This is an optimization exercise on Yosys and OpenROAD, whose aim is small area, a short achievable clock period and few clock cycles, not a production implementation. Function was checked by simulation only, so behaviour that the tests miss may differ from the original. Power and IR drop assume default switching activity.

// note_ring_led_pulse_encoder
module note_ring_led_pulse_encoder (
  input  logic        clk,
  input  logic        rst_n,
  input  logic        in_valid,
  output logic        in_ready,
  input  logic [3:0]  note_first,
  input  logic [3:0]  note_second,
  input  logic [3:0]  note_third,
  input  logic [3:0]  note_fourth,
  output logic        out_valid,
  input  logic        out_ready,
  output logic [3:0]  out_led_index,
  output logic [1:0]  out_color_channel,
  output logic [6:0]  out_level,
  output logic [31:0] out_pulse_pattern,
  output logic        out_last,
  input  logic        cfg_we,
  input  logic [6:0]  cfg_wdata
);
For scale: roughly 100 flip-flops, about 76 I/O pins.
export LEC_CHECK = 0
export ABC_AREA = 1
export CAP_MARGIN = 20
export CORE_MARGIN = 2
export CORE_UTILIZATION = 50
export CTS_BUF_LIST = sky130_fd_sc_hd__clkbuf_8
export GPL_TIMING_DRIVEN = 0
export SETUP_SLACK_MARGIN = 4.3
export SLEW_MARGIN = 20
create_clock -name core_clock -period 7.5 [get_ports {clk}]
standard.sh (not shown) runs the stock make flow with config.mk's settings and CLKGATE_MAP_FILE= SYNTH_SCRIPT=/design/flow/synth_recipe.tcl, a recipe that flattens the netlist after the stock synthesis.
==> flow/flow/run.sh <==
#!/bin/bash
# The standard layout, with plain buf_1 cells as the port buffers (ORFS's
# buffer_ports otherwise picks clkdlybuf4s50_1 delay cells).
set -e
export BUFFER_PORTS_ARGS="-buffer_cell sky130_fd_sc_hd__buf_1"
bash standard.sh > standard.log 2>&1
The starting point produced a clean layout.
Testbench counts at the start, summed over its fixed seeds: cycles 13,848.
Then changed:
- GPL_TIMING_DRIVEN: 0 -> unset
- SETUP_SLACK_MARGIN: 4.3 -> 4.4
Result:
- worst setup slack loses 0.0068 ns
- register-to-register slack stays flat
- maximum frequency stays flat
- non-clock buffer count is lower by 5
- sequential power grows by about 2%
Then changed:
- CORE_UTILIZATION: 50 -> 40
- SETUP_SLACK_MARGIN: 4.4 -> 4.1
Result: The changed run went through all stages and came out clean. Setup slack degrades by 0.12 ns. Die area is higher by 24%. Global-route usage is lower by 5.9 points. Non-clock buffer count is lower by 47. Cell area is lower by 10%. Wire length is lower by 13%. Synthesized area does not change. Via count is lower by 6.2%. Sequential share of layout area is higher by 3.7 points.
Then changed:
- CORE_UTILIZATION: 40 -> 58
- SETUP_SLACK_MARGIN: 4.1 -> 4.3
What happened: The new run finished with timing, DRC and antenna clean. Critical path depth rises by 6. Global-route usage rises by 8.2 points. Hold slack is about the same. Total power rises by 5.7%. Routed wire length rises by about 6%. Worst setup slack gets better by 0.11 ns. Final area rises by 2.5%. Via count rises by 5.3%. First-iteration DRC count rises by 28%. Synthesized area does not change. Final cell count falls by about 6%.

---

Setup of v49:
Another version of the RTL of note_ring_led_pulse_encoder (not shown whole).
Size in the first run: about 97 flip-flops, roughly 76 I/O pins.
Design note_ring_led_pulse_encoder, start of the top module:
module note_ring_led_pulse_encoder (
  input  logic        clk,
  input  logic        rst_n,
  input  logic        in_valid,
  output logic        in_ready,
  input  logic [3:0]  note_first,
  input  logic [3:0]  note_second,
  input  logic [3:0]  note_third,
  input  logic [3:0]  note_fourth,
  output logic        out_valid,
  input  logic        out_ready,
  output logic [3:0]  out_led_index,
  output logic [1:0]  out_color_channel,
  output logic [6:0]  out_level,
  output logic [31:0] out_pulse_pattern,
  output logic        out_last,
  input  logic        cfg_we,
  input  logic [6:0]  cfg_wdata
);
  localparam logic [6:0] BRIGHT_MAX   = 7'd100;
  localparam logic [6:0] BRIGHT_RESET = 7'd10;
  logic [6:0]  bright_r;
  logic [15:0] slots;
  logic [1:0]  nm1;
  logic        load;
  always_ff @(posedge clk) begin
    if (!rst_n) begin
      bright_r <= BRIGHT_RESET;
    end else if (cfg_we) begin
      bright_r <= (cfg_wdata > BRIGHT_MAX) ? BRIGHT_MAX : cfg_wdata;
    end
  end
  assign load = rst_n && in_valid && in_ready;
  nrle_merge u_merge (
    .codes ({note_fourth, note_third, note_second, note_first}),
    .slots (slots),
    .nm1   (nm1)
  );
  nrle_emit u_emit (
    .clk               (clk),
    .rst_n             (rst_n),
    .ready             (in_ready),
    .load              (load),
    .slots_in          (slots),
    .nm1_in            (nm1),
    .bright_in         (bright_r),
    .res_ready         (out_ready),
    .res_valid         (out_valid),
    .res_led_index     (out_led_index),
    .res_color_channel (out_color_channel),
    .res_level         (out_level),
    .res_last          (out_last)
  );
  for (genvar k = 0; k < 8; k++) begin : g_pulse
    assign out_pulse_pattern[4*k +: 4] = {1'b1, (k < 7) ? out_level[k] : 1'b0, 2'b00};
  end
endmodule
make LEC_CHECK=0 CAP_MARGIN=20 CORE_MARGIN=2 CORE_UTILIZATION=40 SETUP_SLACK_MARGIN=4.3 SLEW_MARGIN=20 finish   # period 7.5 ns
run.sh (not shown) runs the stock make flow with config.mk's settings and CLKGATE_MAP_FILE= SYNTH_SCRIPT=/design/flow/synth_recipe.tcl, a recipe that flattens the netlist after the stock synthesis.
Stock flow here: none of the scripts above is used.
v49 | status: complete | timing, DRC, antenna: pass
Testbench counts of v49, summed over its fixed seeds: cycles 13,848.
Input-level comparison between v7 and v49:
- a deleted SETUP_SLACK_MARGIN that had been 4.3
- an added ABC_CLOCK_PERIOD_IN_PS of 3000
==> summary.txt <==
The via count reported for v7 is lower than the one for v49. Going from v49 to v7, the critical path depth was found to have gone down by 5. Between v49 and v7, relative contribution of combinational cells to total power is higher for v49, v7 comes in under that. In the metrics for v49 and v7, the one carrying the higher largest fanout on the critical path is v7. Looking at launching instance or port of the critical path, the u_emit.ch_r[1] result is from v7; the u_emit.k_r[8] one comes from v49. v7 against v49: share of the core filled with cells in the final layout shows a reduction of 4.5 points; global-route usage dropped 1.8 points. The share of power burned in the clock network in v7 was higher than what v49 gave.
## Diff of input files: v52 against v7
- an added SETUP_SLACK_MARGIN of 4.6
- a deleted ABC_CLOCK_PERIOD_IN_PS that had been 3000
Findings:
- In the reports for v52 and v7, the larger clock power share belongs to v7.
- A worst setup path startpoint of u_emit.k_r[4] is what v52 shows, while u_emit.ch_r[1] belongs to v7.
- [compare] base=v7 new=v52: area of combinational cells with multiple inputs +18%; vias per cell -about 0.9%.
- v52 against v7: final cycle utilization of the critical path fell by 10 points; power share of the sequential group fell by 6.8 points; core utilization rose by 9.9 points; overall routed net length rose by 19%.
- Combinational gate power ended up about 46% higher on v52 than on v7.
> inputs changed (v52 -> v50)
- SETUP_SLACK_MARGIN no longer set, was 4.6
[summary]
- Per the comparison of v50 with v52, clock group total power lost about 4%; cell area lost about 18%; final-layout fill cell count picked up an extra 156; internal power lost about 20%; clock share of power picked up an extra 2.4 points.
- Max freq v52 -> v50: degraded
- Compared with v52, in v50 core utilization of the finished layout decreased by 9.9 points relative to the old numbers, global routing usage summed across all routing layers decreased by 1.9 points relative to the old numbers.
- v50 vs. v52: top fanout value on the critical path now sits higher; clock skew now sits at about the same level; number of buffers outside the clock class in the layout now sits lower.

---

Another version of the RTL of note_ring_led_pulse_encoder (not shown whole).
Size in the first run: about 690 cells after synthesis, about 100 flip-flops, roughly 76 I/O pins, roughly 6800 um^2 of cells after synthesis.
clock: 7.5 ns
lec_check: 0
cap_margin: 20
core_margin: 2
core_utilization: 40
cts_buf_list: sky130_fd_sc_hd__clkbuf_8
setup_slack_margin: 4.0
slew_margin: 20
standard.sh (not shown) runs the stock make flow with config.mk's settings and CLKGATE_MAP_FILE= SYNTH_SCRIPT=/design/flow/synth_recipe.tcl, a recipe that flattens the netlist after the stock synthesis.
Scripts as last shown in full above: flow/flow/run.sh
The first run went through all stages and came out clean.
Testbench counts at the start, summed over its fixed seeds: cycles 13,848.
Rerun with:
ABC_AREA = 1   (was default)
SETUP_SLACK_MARGIN = 4.2   (was 4.0)
After rerunning:
- The new run completed without violations
- count of clock-buffer cells in the layout is higher by 2
- clock skew is higher by 5.2 ps
- die area is higher by 0.83%
- combinational power is higher by 22%
- sequential cell count is unchanged
Rerun with:
CTS_BUF_LIST = default   (was sky130_fd_sc_hd__clkbuf_8)
SETUP_SLACK_MARGIN = 4.0   (was 4.2)
Hold slack degrades by 4.9 ps.
Global-route usage is lower by 0.11 points.
Core utilization is lower by 0.67 points.
Worst setup slack degrades by 88 ps.
Die area does not change.
Clock skew is lower by 8.8 ps.
Rerun with:
ABC_AREA = default   (was 1)
Worst setup slack loses 96 ps.
Synthesized cell count went down by 18%.
Combinational power went down by 14%.
Sequential power went down by about 0.4%.
Clock power went down by 8.4%.

---

note_ring_led_pulse_encoder, a different RTL version from the one above (not shown whole).
Size in the first run: roughly 840 cells after synthesis, roughly 76 I/O pins, about 6300 um2 of cells after synthesis.
// note_ring_led_pulse_encoder
module note_ring_led_pulse_encoder (
  input  logic        clk,
  input  logic        rst_n,
  input  logic        in_valid,
  output logic        in_ready,
  input  logic [3:0]  note_first,
  input  logic [3:0]  note_second,
  input  logic [3:0]  note_third,
  input  logic [3:0]  note_fourth,
  output logic        out_valid,
  input  logic        out_ready,
  output logic [3:0]  out_led_index,
  output logic [1:0]  out_color_channel,
  output logic [6:0]  out_level,
  output logic [31:0] out_pulse_pattern,
  output logic        out_last,
  input  logic        cfg_we,
  input  logic [6:0]  cfg_wdata
);
export LEC_CHECK = 0
export ABC_AREA = 1
export CAP_MARGIN = 20
export CORE_MARGIN = 2
export CORE_UTILIZATION = 40
export SLEW_MARGIN = 20
create_clock -name core_clock -period 7.5 [get_ports {clk}]
run.sh (not shown) runs the stock make flow with config.mk's settings and CLKGATE_MAP_FILE= SYNTH_SCRIPT=/design/flow/synth_recipe.tcl, a recipe that flattens the netlist after the stock synthesis.
Stock flow here: none of the scripts above is used.
Testbench counts at the start, summed over its fixed seeds: cycles 13,840.
==> next run, changes <==
Settings changed: ABC_AREA 1 to default, SETUP_SLACK_MARGIN from default to 3.0.
Total power goes down by 11%.
Critical path depth goes down by 2.
Flip-flop and latch count is unchanged.
Worst setup slack got worse by 0.098 ns.
Wire length goes up by 15%.
Cell area goes up by about 20%.
Count of clock-buffer cells in the layout goes up by 1.
Combinational power goes down by about 16%.
Via count goes up by about 6%.
Global-route usage goes up by 0.86 points.

static timing again, ports no longer ideal:
Ports are ideal in the flow. The routed layouts listed here were re-timed in OpenROAD.
Step 1 sets driving cells, clkbuf_16 on the clock port and buf_2 on the other inputs (assumed; they add their load-dependent delay and slew).
Step 2 also shifts input and output timing later by t, the mid clock arrival at the registers, as if the neighbouring blocks saw the same clock.
Slacks: no drivers / after step 1 / after step 2; pairs: no drivers / after step 1.
run | shift t [ns] | setup WS [ns] | worst data-port slew with drivers (ns)
the first run of note 1 | 0.407 | 4.395 / 4.369 / 4.157 | 0.03
the second run of note 1 | 0.407 | 4.388 / 4.388 / 4.041 | 0.03
the third run of note 1 | 0.404 | 4.266 / 4.228 / 4.044 | 0.05
the fourth run of note 1 | 0.389 | 4.380 / 4.350 / 4.141 | 0.04
v49 | 0.387 | 4.084 / 4.084 / 3.883 | 0.05
v7 | 0.382 | 3.338 / 3.338 / 3.186 | 0.04
v52 | 0.387 | 4.100 / 4.100 / 3.860 | 0.05
v50 | 0.382 | 3.338 / 3.338 / 3.186 | 0.04
the first run of note 3 | 0.410 | 4.099 / 4.099 / 3.907 | 0.04
the second run of note 3 | 0.399 | 4.288 / 4.288 / 4.248 | 0.07
the third run of note 3 | 0.385 | 4.199 / 4.159 / 4.063 | 0.07
the fourth run of note 3 | 0.393 | 4.103 / 4.103 / 3.885 | 0.04
the first run of note 4 | 0.330 | 0.562 / 0.562 / 0.562 | 0.03
the second run of note 4 | 0.329 | 0.464 / 0.464 / 0.464 | 0.03
After both steps setup and hold are still met in every run listed. For the second run of note 1, which loses most, drivers alone change the setup slack by 0.000 ns; drivers and shift together by -0.347 ns.
